From an optimization exercise on the open Yosys and OpenROAD flow, aimed at small area and a short achievable clock period; shortcuts taken in it are not production practice. In this exercise RTL edits were held to simulation tests only and were not proved equivalent to the original. No activity file was given, so power comes from the tool's default toggle rates.

==> build 91: inputs <==
==> flow/design.v <==
package drive_geometry_pkg;
    localparam int NUM_CHANNELS = 2;
    localparam int PAGE_POSITIONS = 1920;
    localparam int POS_WIDTH = 11;
    localparam int PAGE_WIDTH = 12;
    localparam int IMAGE_WIDTH = 3;
    localparam int PAGE_ADDR_WIDTH = 22;
    localparam int PAGE_OFFSET_WIDTH = PAGE_ADDR_WIDTH - IMAGE_WIDTH - PAGE_WIDTH;
endpackage
package drive_timing_pkg;
    typedef enum logic [1:0]
    {
        st_idle,
        st_access,
        st_shift,
        st_done
    } seq_state_t;
    localparam int SYNC_STAGES = 2;
    localparam int ACCESS_CYCLES = 8;
    localparam int BIT_CYCLES = 4;
    localparam int CYCLE_CNT_WIDTH =
        $clog2((ACCESS_CYCLES > BIT_CYCLES) ? ACCESS_CYCLES : BIT_CYCLES);
endpackage
`timescale 1ns/10ps
import drive_geometry_pkg::*;
import drive_timing_pkg::*;
module shift_sequencer
(
    input  logic                       master_clock,
    input  logic                       rst,
    input  logic                       power_good,
    input  logic                       bubble_shift_enable,
    input  logic                       replicator_enable,
    input  logic                       bootloop_enable,
    input  logic [IMAGE_WIDTH-1:0]     image_dip_switch,
    output logic [POS_WIDTH-1:0]       read_address,
    output logic [POS_WIDTH-1:0]       read_address_next,
    output logic                       read_strobe,
    output logic                       bit_window,
    output logic                       load_page,
    output logic                       load_bootloader,
    output logic [PAGE_ADDR_WIDTH-1:0] start_of_page_address
);
    logic [2:0]                 sync_q [0:SYNC_STAGES-1];
    logic [2:0]                 strobe_sync;
    logic [1:0]                 strobe_prev;
    logic                       shift_req;
    logic                       repl_req;
    logic                       shift_released;
    logic                       bootloop;
    drive_timing_pkg::seq_state_t state;
    logic [CYCLE_CNT_WIDTH-1:0] cycle_cnt;
    logic [PAGE_WIDTH-1:0]      page_cnt;
    logic                       last_position;
    assign strobe_sync = sync_q[SYNC_STAGES-1];
    assign shift_req      = strobe_prev[0] & ~strobe_sync[0];
    assign repl_req       = strobe_prev[1] & ~strobe_sync[1];
    assign shift_released = strobe_sync[0];
    assign bootloop       = strobe_sync[2];
    assign last_position = (read_address == POS_WIDTH'(PAGE_POSITIONS - 1));
    always_ff @(posedge master_clock)
    begin
        if (rst)
        begin
            for (int i = 0; i < SYNC_STAGES; i++)
            begin
                sync_q[i] <= 3'b011;
            end
            strobe_prev <= 2'b11;
        end
        else
        begin
            sync_q[0] <= {bootloop_enable, replicator_enable, bubble_shift_enable};
            for (int i = 1; i < SYNC_STAGES; i++)
            begin
                sync_q[i] <= sync_q[i-1];
            end
            strobe_prev <= strobe_sync[1:0];
        end
    end
    drive_timing_pkg::seq_state_t state_next;
    logic [CYCLE_CNT_WIDTH-1:0] cycle_cnt_next;
    logic                       read_strobe_next;
    logic                       bit_window_next;
    always_comb
    begin
        state_next        = state;
        cycle_cnt_next    = cycle_cnt;
        read_address_next = read_address;
        read_strobe_next  = 1'b0;
        bit_window_next   = bit_window;
        if (rst || !power_good)
        begin
            state_next        = st_idle;
            cycle_cnt_next    = '0;
            read_address_next = '0;
            bit_window_next   = 1'b0;
        end
        else
        begin
            case (state)
                st_idle:
                begin
                    if (shift_req)
                    begin
                        state_next     = st_access;
                        cycle_cnt_next = CYCLE_CNT_WIDTH'(ACCESS_CYCLES - 1);
                    end
                end
                st_access:
                begin
                    if (shift_released)
                    begin
                        state_next = st_idle;
                    end
                    else if (cycle_cnt == '0)
                    begin
                        state_next        = st_shift;
                        read_address_next = '0;
                        read_strobe_next  = 1'b1;
                        bit_window_next   = 1'b1;
                        cycle_cnt_next    = CYCLE_CNT_WIDTH'(BIT_CYCLES - 1);
                    end
                    else
                    begin
                        cycle_cnt_next = cycle_cnt - 1'b1;
                    end
                end
                st_shift:
                begin
                    if (shift_released)
                    begin
                        state_next      = st_idle;
                        bit_window_next = 1'b0;
                    end
                    else if (cycle_cnt == '0)
                    begin
                        if (last_position)
                        begin
                            state_next      = st_done;
                            bit_window_next = 1'b0;
                        end
                        else
                        begin
                            read_address_next = read_address + 1'b1;
                            read_strobe_next  = 1'b1;
                            cycle_cnt_next    = CYCLE_CNT_WIDTH'(BIT_CYCLES - 1);
                        end
                    end
                    else
                    begin
                        cycle_cnt_next = cycle_cnt - 1'b1;
                    end
                end
                st_done:
                begin
                    if (shift_released)
                    begin
                        state_next = st_idle;
                    end
                end
            endcase
        end
    end
    always_ff @(posedge master_clock)
    begin
        state        <= state_next;
        cycle_cnt    <= cycle_cnt_next;
        read_address <= read_address_next;
        read_strobe  <= read_strobe_next;
        bit_window   <= bit_window_next;
    end
    always_ff @(posedge master_clock)
    begin
        if (rst || !power_good)
        begin
            page_cnt        <= '0;
            load_page       <= 1'b0;
            load_bootloader <= 1'b0;
        end
        else
        begin
            load_page       <= 1'b0;
            load_bootloader <= 1'b0;
            if (repl_req && (state == st_idle || state == st_done))
            begin
                if (bootloop)
                begin
                    page_cnt        <= '0;
                    load_bootloader <= 1'b1;
                end
                else
                begin
                    page_cnt  <= page_cnt + 1'b1;
                    load_page <= 1'b1;
                end
            end
        end
    end
    always_ff @(posedge master_clock)
    begin
        start_of_page_address <= {image_dip_switch, page_cnt, {PAGE_OFFSET_WIDTH{1'b0}}};
    end
endmodule
`timescale 1ns/10ps
import drive_geometry_pkg::*;
module channel_buffer
(
    input  logic                    master_clock,
    input  logic                    rst,
    input  logic                    write_enable,
    input  logic                    write_strobe,
    input  logic [POS_WIDTH-1:0]    write_address,
    input  logic [NUM_CHANNELS-1:0] write_bits,
    input  logic                    read_strobe,
    input  logic [POS_WIDTH-1:0]    read_address,
    input  logic [POS_WIDTH-1:0]    read_address_next,
    output logic [NUM_CHANNELS-1:0] channel_bits
);
    localparam int COL_WIDTH  = 5;
    localparam int COLS       = 1 << COL_WIDTH;
    localparam int ROWS       = PAGE_POSITIONS / COLS;
    localparam int ROW_WIDTH  = POS_WIDTH - COL_WIDTH;
    localparam int GROUP_ROWS = 4;
    localparam int GROUPS     = ROWS / GROUP_ROWS;
    logic            write_on;
    logic [ROWS-1:0] write_row;
    logic [COLS-1:0] write_col;
    logic [ROWS-1:0] read_row;
    logic [COLS-1:0] read_col_q;
    logic [COLS-1:0]   page_mem  [0:NUM_CHANNELS-1][0:ROWS-1];
    logic [ROWS-1:0]   row_bits  [0:NUM_CHANNELS-1];
    logic [GROUPS-1:0] group_bits [0:NUM_CHANNELS-1];
    logic [GROUPS-1:0] group_q    [0:NUM_CHANNELS-1];
    assign write_on = write_strobe && !write_enable;
    for (genvar r = 0; r < ROWS; r++)
    begin : g_row_sel
        assign write_row[r] = write_on && (write_address[POS_WIDTH-1:COL_WIDTH] == ROW_WIDTH'(r));
        assign read_row[r]  = (read_address[POS_WIDTH-1:COL_WIDTH] == ROW_WIDTH'(r));
    end
    for (genvar c = 0; c < COLS; c++)
    begin : g_col_sel
        assign write_col[c] = (write_address[COL_WIDTH-1:0] == COL_WIDTH'(c));
    end
    always_ff @(posedge master_clock)
    begin
        for (int c = 0; c < COLS; c++)
        begin
            read_col_q[c] <= (read_address_next[COL_WIDTH-1:0] == COL_WIDTH'(c));
        end
    end
    for (genvar ch = 0; ch < NUM_CHANNELS; ch++)
    begin : g_channel
        for (genvar r = 0; r < ROWS; r++)
        begin : g_row
            for (genvar c = 0; c < COLS; c++)
            begin : g_col
                always_ff @(posedge master_clock)
                begin
                    if (write_row[r] && write_col[c])
                    begin
                        page_mem[ch][r][c] <= write_bits[ch];
                    end
                end
            end
            assign row_bits[ch][r] = |(page_mem[ch][r] & read_col_q) && read_row[r];
        end
        for (genvar g = 0; g < GROUPS; g++)
        begin : g_group
            assign group_bits[ch][g] = |row_bits[ch][g*GROUP_ROWS +: GROUP_ROWS];
        end
        always_ff @(posedge master_clock)
        begin
            if (rst)
            begin
                group_q[ch] <= '0;
            end
            else if (read_strobe)
            begin
                group_q[ch] <= group_bits[ch];
            end
        end
        assign channel_bits[ch] = |group_q[ch];
    end
endmodule
`timescale 1ns/10ps
import drive_geometry_pkg::*;
module bubble_output_stage
(
    input  logic                    master_clock,
    input  logic                    rst,
    input  logic                    bit_window,
    input  logic [NUM_CHANNELS-1:0] channel_bits,
    output logic                    bubble_out_odd,
    output logic                    bubble_out_even
);
    logic                    window_d;
    logic [NUM_CHANNELS-1:0] gated_bits;
    logic [NUM_CHANNELS-1:0] out_q;
    always_ff @(posedge master_clock)
    begin
        if (rst)
        begin
            window_d <= 1'b0;
        end
        else
        begin
            window_d <= bit_window;
        end
    end
    assign gated_bits = channel_bits & {NUM_CHANNELS{window_d}};
    always_ff @(posedge master_clock)
    begin
        if (rst)
        begin
            out_q <= '0;
        end
        else
        begin
            out_q <= gated_bits;
        end
    end
    assign bubble_out_odd  = out_q[0];
    assign bubble_out_even = out_q[1];
endmodule
`timescale 1ns/10ps
import drive_geometry_pkg::*;
module bubble_drive_top
(
    input  logic                       master_clock,
    input  logic                       rst,
    input  logic                       power_good,
    input  logic                       bubble_shift_enable,
    input  logic                       replicator_enable,
    input  logic                       bootloop_enable,
    input  logic [IMAGE_WIDTH-1:0]     image_dip_switch,
    input  logic                       bubble_buffer_write_enable,
    input  logic                       bubble_buffer_write_strobe,
    input  logic [POS_WIDTH-1:0]       bubble_buffer_write_address,
    input  logic [NUM_CHANNELS-1:0]    bubble_buffer_data_input,
    output logic                       bubble_out_odd,
    output logic                       bubble_out_even,
    output logic                       load_page,
    output logic                       load_bootloader,
    output logic [PAGE_ADDR_WIDTH-1:0] start_of_page_address
);
    logic [POS_WIDTH-1:0]    read_address;
    logic [POS_WIDTH-1:0]    read_address_next;
    logic                    read_strobe;
    logic                    bit_window;
    logic [NUM_CHANNELS-1:0] channel_bits;
    shift_sequencer sequencer_i
    (
        .master_clock          (master_clock),
        .rst                   (rst),
        .power_good            (power_good),
        .bubble_shift_enable   (bubble_shift_enable),
        .replicator_enable     (replicator_enable),
        .bootloop_enable       (bootloop_enable),
        .image_dip_switch      (image_dip_switch),
        .read_address          (read_address),
        .read_address_next     (read_address_next),
        .read_strobe           (read_strobe),
        .bit_window            (bit_window),
        .load_page             (load_page),
        .load_bootloader       (load_bootloader),
        .start_of_page_address (start_of_page_address)
    );
    channel_buffer buffer_i
    (
        .master_clock  (master_clock),
        .rst           (rst),
        .write_enable  (bubble_buffer_write_enable),
        .write_strobe  (bubble_buffer_write_strobe),
        .write_address (bubble_buffer_write_address),
        .write_bits    (bubble_buffer_data_input),
        .read_strobe   (read_strobe),
        .read_address  (read_address),
        .read_address_next (read_address_next),
        .channel_bits  (channel_bits)
    );
    bubble_output_stage output_stage_i
    (
        .master_clock    (master_clock),
        .rst             (rst),
        .bit_window      (bit_window),
        .channel_bits    (channel_bits),
        .bubble_out_odd  (bubble_out_odd),
        .bubble_out_even (bubble_out_even)
    );
endmodule
==> flow/run.sh <==
#!/bin/bash
# synth_recipe.tcl (not shown) runs the flow's synth.tcl, then flattens the netlist and writes it again
# the make line also repeats each setting of config.mk as NAME=value (left out here)
make -C /OpenROAD-flow-scripts/flow DESIGN_CONFIG=/design/flow/config.mk WORK_HOME=/design/flow/orfs CLKGATE_MAP_FILE= SYNTH_SCRIPT=/design/flow/synth_recipe.tcl finish
==> flow/config.mk <==
export PLATFORM = sky130hd
export DESIGN_NAME = bubble_drive_top
export DESIGN_NICKNAME = bubble_drive_top
export VERILOG_FILES = /design/flow/design.v
export SDC_FILE = /design/flow/constraint.sdc
export NUM_CORES = 4
export LEC_CHECK = 0
export CAP_MARGIN = 20
export CORE_MARGIN = 2
export CORE_UTILIZATION = 40
export SLEW_MARGIN = 20
==> flow/constraint.sdc <==
create_clock -name core_clock -period 6.0 [get_ports {master_clock}]
set_input_delay 1.2000 -clock core_clock [delete_from_list [all_inputs] [get_ports {master_clock}]]
set_output_delay 1.2000 -clock core_clock [all_outputs]
set_load 0.01 [all_outputs]
==> build 35 (differences from build 91) <==
--- a/flow/design.v
+++ b/flow/design.v
@@ -36,4 +36,6 @@
     output logic [POS_WIDTH-1:0]       read_address,
     output logic [POS_WIDTH-1:0]       read_address_next,
+    output logic                       read_start_next,
+    output logic                       read_step_next,
     output logic                       read_strobe,
     output logic                       bit_window,
@@ -90,4 +92,6 @@
         read_strobe_next  = 1'b0;
         bit_window_next   = bit_window;
+        read_start_next   = 1'b0;
+        read_step_next    = 1'b0;
         if (rst || !power_good)
         begin
@@ -96,4 +100,5 @@
             read_address_next = '0;
             bit_window_next   = 1'b0;
+            read_start_next   = 1'b1;
         end
         else
@@ -118,4 +123,5 @@
                         state_next        = st_shift;
                         read_address_next = '0;
+                        read_start_next   = 1'b1;
                         read_strobe_next  = 1'b1;
                         bit_window_next   = 1'b1;
@@ -144,4 +150,5 @@
                         begin
                             read_address_next = read_address + 1'b1;
+                            read_step_next    = 1'b1;
                             read_strobe_next  = 1'b1;
                             cycle_cnt_next    = CYCLE_CNT_WIDTH'(BIT_CYCLES - 1);
@@ -216,4 +223,6 @@
     input  logic [POS_WIDTH-1:0]    read_address,
     input  logic [POS_WIDTH-1:0]    read_address_next,
+    input  logic                    read_start_next,
+    input  logic                    read_step_next,
     output logic [NUM_CHANNELS-1:0] channel_bits
 );
@@ -224,28 +233,44 @@
     localparam int GROUP_ROWS = 4;
     localparam int GROUPS     = ROWS / GROUP_ROWS;
-    logic            write_on;
-    logic [ROWS-1:0] write_row;
-    logic [COLS-1:0] write_col;
-    logic [ROWS-1:0] read_row;
-    logic [COLS-1:0] read_col_q;
-    logic [COLS-1:0]   page_mem  [0:NUM_CHANNELS-1][0:ROWS-1];
-    logic [ROWS-1:0]   row_bits  [0:NUM_CHANNELS-1];
+    logic                    write_on;
+    logic [ROWS-1:0]         write_row_nq;
+    logic [COLS-1:0]         write_col_nq;
+    logic [NUM_CHANNELS-1:0] write_bits_nq;
+    logic                    bypass_hit_q;
+    logic [ROWS-1:0]         read_row;
+    logic [COLS-1:0]         read_col_nq;
+    logic [COLS-1:0]   page_mem_n [0:NUM_CHANNELS-1][0:ROWS-1];
+    logic [ROWS-1:0]   row_bits   [0:NUM_CHANNELS-1];
     logic [GROUPS-1:0] group_bits [0:NUM_CHANNELS-1];
     logic [GROUPS-1:0] group_q    [0:NUM_CHANNELS-1];
+    logic                    held_bypass;
+    logic [NUM_CHANNELS-1:0] held_bypass_bits;
     assign write_on = write_strobe && !write_enable;
+    always_ff @(posedge master_clock)
+    begin
+        for (int r = 0; r < ROWS; r++)
+        begin
+            write_row_nq[r] <= !(write_on && (write_address[POS_WIDTH-1:COL_WIDTH] == ROW_WIDTH'(r)));
+        end
+        for (int c = 0; c < COLS; c++)
+        begin
+            write_col_nq[c] <= (write_address[COL_WIDTH-1:0] != COL_WIDTH'(c));
+        end
+        write_bits_nq <= ~write_bits;
+        bypass_hit_q <= write_on && (write_address == read_address_next);
+    end
     for (genvar r = 0; r < ROWS; r++)
     begin : g_row_sel
-        assign write_row[r] = write_on && (write_address[POS_WIDTH-1:COL_WIDTH] == ROW_WIDTH'(r));
-        assign read_row[r]  = (read_address[POS_WIDTH-1:COL_WIDTH] == ROW_WIDTH'(r));
-    end
-    for (genvar c = 0; c < COLS; c++)
-    begin : g_col_sel
-        assign write_col[c] = (write_address[COL_WIDTH-1:0] == COL_WIDTH'(c));
+        assign read_row[r] = (read_address[POS_WIDTH-1:COL_WIDTH] == ROW_WIDTH'(r));
     end
     always_ff @(posedge master_clock)
     begin
-        for (int c = 0; c < COLS; c++)
+        if (read_start_next)
         begin
-            read_col_q[c] <= (read_address_next[COL_WIDTH-1:0] == COL_WIDTH'(c));
+            read_col_nq <= {{(COLS-1){1'b1}}, 1'b0};
+        end
+        else if (read_step_next)
+        begin
+            read_col_nq <= {read_col_nq[COLS-2:0], read_col_nq[COLS-1]};
         end
     end
@@ -258,11 +283,11 @@
                 always_ff @(posedge master_clock)
                 begin
-                    if (write_row[r] && write_col[c])
+                    if (!write_row_nq[r] && !write_col_nq[c])
                     begin
-                        page_mem[ch][r][c] <= write_bits[ch];
+                        page_mem_n[ch][r][c] <= write_bits_nq[ch];
                     end
                 end
             end
-            assign row_bits[ch][r] = |(page_mem[ch][r] & read_col_q) && read_row[r];
+            assign row_bits[ch][r] = |(~(page_mem_n[ch][r] | read_col_nq)) && read_row[r];
         end
         for (genvar g = 0; g < GROUPS; g++)
@@ -281,5 +306,18 @@
             end
         end
-        assign channel_bits[ch] = |group_q[ch];
+        assign channel_bits[ch] = held_bypass ? held_bypass_bits[ch] : |group_q[ch];
+    end
+    always_ff @(posedge master_clock)
+    begin
+        if (rst)
+        begin
+            held_bypass      <= 1'b0;
+            held_bypass_bits <= '0;
+        end
+        else if (read_strobe)
+        begin
+            held_bypass      <= bypass_hit_q;
+            held_bypass_bits <= ~write_bits_nq;
+        end
     end
 endmodule
@@ -347,4 +385,6 @@
     logic [POS_WIDTH-1:0]    read_address;
     logic [POS_WIDTH-1:0]    read_address_next;
+    logic                    read_start_next;
+    logic                    read_step_next;
     logic                    read_strobe;
     logic                    bit_window;
@@ -361,4 +401,6 @@
         .read_address          (read_address),
         .read_address_next     (read_address_next),
+        .read_start_next       (read_start_next),
+        .read_step_next        (read_step_next),
         .read_strobe           (read_strobe),
         .bit_window            (bit_window),
@@ -378,4 +420,6 @@
         .read_address  (read_address),
         .read_address_next (read_address_next),
+        .read_start_next   (read_start_next),
+        .read_step_next    (read_step_next),
         .channel_bits  (channel_bits)
     );
--- a/flow/config.mk
+++ b/flow/config.mk
@@ -8,4 +8,8 @@
 export CAP_MARGIN = 20
 export CORE_MARGIN = 2
-export CORE_UTILIZATION = 40
+export CORE_UTILIZATION = 55
+export CTS_BUF_LIST = sky130_fd_sc_hd__clkbuf_4 sky130_fd_sc_hd__clkbuf_8
+export CTS_CLUSTER_SIZE = 30
+export PLACE_DENSITY = 0.7
+export SETUP_SLACK_MARGIN = 3.0
 export SLEW_MARGIN = 20
==> trial 5 (differences from build 91) <==
--- a/flow/design.v
+++ b/flow/design.v
@@ -36,4 +36,6 @@
     output logic [POS_WIDTH-1:0]       read_address,
     output logic [POS_WIDTH-1:0]       read_address_next,
+    output logic                       read_start_next,
+    output logic                       read_step_next,
     output logic                       read_strobe,
     output logic                       bit_window,
@@ -90,4 +92,6 @@
         read_strobe_next  = 1'b0;
         bit_window_next   = bit_window;
+        read_start_next   = 1'b0;
+        read_step_next    = 1'b0;
         if (rst || !power_good)
         begin
@@ -96,4 +100,5 @@
             read_address_next = '0;
             bit_window_next   = 1'b0;
+            read_start_next   = 1'b1;
         end
         else
@@ -118,4 +123,5 @@
                         state_next        = st_shift;
                         read_address_next = '0;
+                        read_start_next   = 1'b1;
                         read_strobe_next  = 1'b1;
                         bit_window_next   = 1'b1;
@@ -144,4 +150,5 @@
                         begin
                             read_address_next = read_address + 1'b1;
+                            read_step_next    = 1'b1;
                             read_strobe_next  = 1'b1;
                             cycle_cnt_next    = CYCLE_CNT_WIDTH'(BIT_CYCLES - 1);
@@ -216,4 +223,6 @@
     input  logic [POS_WIDTH-1:0]    read_address,
     input  logic [POS_WIDTH-1:0]    read_address_next,
+    input  logic                    read_start_next,
+    input  logic                    read_step_next,
     output logic [NUM_CHANNELS-1:0] channel_bits
 );
@@ -224,28 +233,55 @@
     localparam int GROUP_ROWS = 4;
     localparam int GROUPS     = ROWS / GROUP_ROWS;
-    logic            write_on;
-    logic [ROWS-1:0] write_row;
-    logic [COLS-1:0] write_col;
-    logic [ROWS-1:0] read_row;
-    logic [COLS-1:0] read_col_q;
-    logic [COLS-1:0]   page_mem  [0:NUM_CHANNELS-1][0:ROWS-1];
-    logic [ROWS-1:0]   row_bits  [0:NUM_CHANNELS-1];
+    logic                    write_on;
+    logic [7:0]              write_row_hi_q;
+    logic [7:0]              write_row_lo_q;
+    logic [7:0]              write_col_hi_q;
+    logic [3:0]              write_col_lo_q;
+    logic [ROWS-1:0]         write_row_n;
+    logic [COLS-1:0]         write_col_n;
+    logic [NUM_CHANNELS-1:0] write_bits_nq;
+    logic                    bypass_hit_q;
+    logic [ROWS-1:0]         read_row;
+    logic [COLS-1:0]         read_col_nq;
+    logic [COLS-1:0]   page_mem_n [0:NUM_CHANNELS-1][0:ROWS-1];
+    logic [ROWS-1:0]   row_bits   [0:NUM_CHANNELS-1];
     logic [GROUPS-1:0] group_bits [0:NUM_CHANNELS-1];
     logic [GROUPS-1:0] group_q    [0:NUM_CHANNELS-1];
+    logic                    held_bypass;
+    logic [NUM_CHANNELS-1:0] held_bypass_bits;
     assign write_on = write_strobe && !write_enable;
+    always_ff @(posedge master_clock)
+    begin
+        for (int i = 0; i < 8; i++)
+        begin
+            write_row_hi_q[i] <= write_on && (write_address[10:8] == 3'(i));
+            write_row_lo_q[i] <= (write_address[7:5] == 3'(i));
+            write_col_hi_q[i] <= (write_address[4:2] == 3'(i));
+        end
+        for (int i = 0; i < 4; i++)
+        begin
+            write_col_lo_q[i] <= (write_address[1:0] == 2'(i));
+        end
+        write_bits_nq <= ~write_bits;
+        bypass_hit_q <= write_on && (write_address == read_address_next);
+    end
     for (genvar r = 0; r < ROWS; r++)
     begin : g_row_sel
-        assign write_row[r] = write_on && (write_address[POS_WIDTH-1:COL_WIDTH] == ROW_WIDTH'(r));
-        assign read_row[r]  = (read_address[POS_WIDTH-1:COL_WIDTH] == ROW_WIDTH'(r));
+        assign write_row_n[r] = !(write_row_hi_q[r / 8] && write_row_lo_q[r % 8]);
+        assign read_row[r]    = (read_address[POS_WIDTH-1:COL_WIDTH] == ROW_WIDTH'(r));
     end
     for (genvar c = 0; c < COLS; c++)
     begin : g_col_sel
-        assign write_col[c] = (write_address[COL_WIDTH-1:0] == COL_WIDTH'(c));
+        assign write_col_n[c] = !(write_col_hi_q[c / 4] && write_col_lo_q[c % 4]);
     end
     always_ff @(posedge master_clock)
     begin
-        for (int c = 0; c < COLS; c++)
+        if (read_start_next)
+        begin
+            read_col_nq <= {{(COLS-1){1'b1}}, 1'b0};
+        end
+        else if (read_step_next)
         begin
-            read_col_q[c] <= (read_address_next[COL_WIDTH-1:0] == COL_WIDTH'(c));
+            read_col_nq <= {read_col_nq[COLS-2:0], read_col_nq[COLS-1]};
         end
     end
@@ -258,11 +294,11 @@
                 always_ff @(posedge master_clock)
                 begin
-                    if (write_row[r] && write_col[c])
+                    if (!write_row_n[r] && !write_col_n[c])
                     begin
-                        page_mem[ch][r][c] <= write_bits[ch];
+                        page_mem_n[ch][r][c] <= write_bits_nq[ch];
                     end
                 end
             end
-            assign row_bits[ch][r] = |(page_mem[ch][r] & read_col_q) && read_row[r];
+            assign row_bits[ch][r] = |(~(page_mem_n[ch][r] | read_col_nq)) && read_row[r];
         end
         for (genvar g = 0; g < GROUPS; g++)
@@ -281,5 +317,18 @@
             end
         end
-        assign channel_bits[ch] = |group_q[ch];
+        assign channel_bits[ch] = held_bypass ? held_bypass_bits[ch] : |group_q[ch];
+    end
+    always_ff @(posedge master_clock)
+    begin
+        if (rst)
+        begin
+            held_bypass      <= 1'b0;
+            held_bypass_bits <= '0;
+        end
+        else if (read_strobe)
+        begin
+            held_bypass      <= bypass_hit_q;
+            held_bypass_bits <= ~write_bits_nq;
+        end
     end
 endmodule
@@ -347,4 +396,6 @@
     logic [POS_WIDTH-1:0]    read_address;
     logic [POS_WIDTH-1:0]    read_address_next;
+    logic                    read_start_next;
+    logic                    read_step_next;
     logic                    read_strobe;
     logic                    bit_window;
@@ -361,4 +412,6 @@
         .read_address          (read_address),
         .read_address_next     (read_address_next),
+        .read_start_next       (read_start_next),
+        .read_step_next        (read_step_next),
         .read_strobe           (read_strobe),
         .bit_window            (bit_window),
@@ -378,4 +431,6 @@
         .read_address  (read_address),
         .read_address_next (read_address_next),
+        .read_start_next   (read_start_next),
+        .read_step_next    (read_step_next),
         .channel_bits  (channel_bits)
     );
--- a/flow/config.mk
+++ b/flow/config.mk
@@ -8,4 +8,8 @@
 export CAP_MARGIN = 20
 export CORE_MARGIN = 2
-export CORE_UTILIZATION = 40
+export CORE_UTILIZATION = 55
+export CTS_CLUSTER_DIAMETER = 80
+export CTS_CLUSTER_SIZE = 25
+export PLACE_DENSITY = 0.7
+export SETUP_SLACK_MARGIN = 3.0
 export SLEW_MARGIN = 20
==> key figures <==
Run status
  • Status: no timing/DRC/antenna violations

Yosys
  • Cells after Synth: a little under 10000

Layout
  • Buffer share of cell area: 0.0219

Global routing
  • Largest net degree at the start of global routing: between 200 and 250

Power and ir drop
  • Pwr/cell area: ~330 nW/um^2
[end of results for build 91]
==> key figures <==
Power and ir drop
  • Pwr/cell area: between 200 and 300 nW/um^2

Global routing
  • Largest net degree at the start of global routing: ~250

Layout
  • Buffer share of cell area: 0.0307

Yosys
  • Cells after Synth: between 10000 and 15000

Run status
  • Status: no timing/DRC/antenna violations
[end of results for trial 5]
==> key figures <==
Global routing
  • Largest net degree at the start of global routing: between 200 and 250
  • First-pass GRT wire length: around 740000 um

Yosys
  • Cells after Synth: between 10000 and 15000

Layout
  • Fin area: between 150000 and 200000 um^2

Run status
  • Status: no timing/DRC/antenna violations

Worst setup path
  • Crit-path leading delay family: simple AND/OR/NAND/NOR gates

Routing
  • Final WL: 542000 um

Power and ir drop
  • Pwr/cell area: around 320 nW/um^2
[end of results for build 35]

[re-timing with driven ports]
The flow's constraints put no driver on any port. The routed layouts listed below were extracted and timed again, unchanged, in two steps. Step 1 sets driving cells, clkbuf_16 on the clock port and buf_2 on the other inputs (assumed; they add their load-dependent delay and slew). Step 2 adds t to the input delays and takes it off the output delays; t is the mean of the earliest and latest rising clock arrival at the registers after step 1. Input paths then give back, and output paths get back, about the clock's delay inside the block. Three values: ideal, step 1, step 2; two values: the first two.
| run | t, ns | slack for setup (ns) | hold WS [ns] |
|---|---|---|---|
| build 91 | 1.075 | 2.543 / 2.593 / 1.518 | 0.369 / 0.369 / 0.369 |
| build 35 | 1.203 | 2.670 / 2.670 / 2.129 | 0.355 / 0.355 / 0.355 |
| trial 5 | 0.991 | 2.737 / 2.737 / 2.168 | 0.369 / 0.369 / 0.369 |
After both steps every run listed still meets setup and hold. For build 91, which loses most, drivers alone change the setup slack by +0.050 ns; drivers and shift together by -1.025 ns.
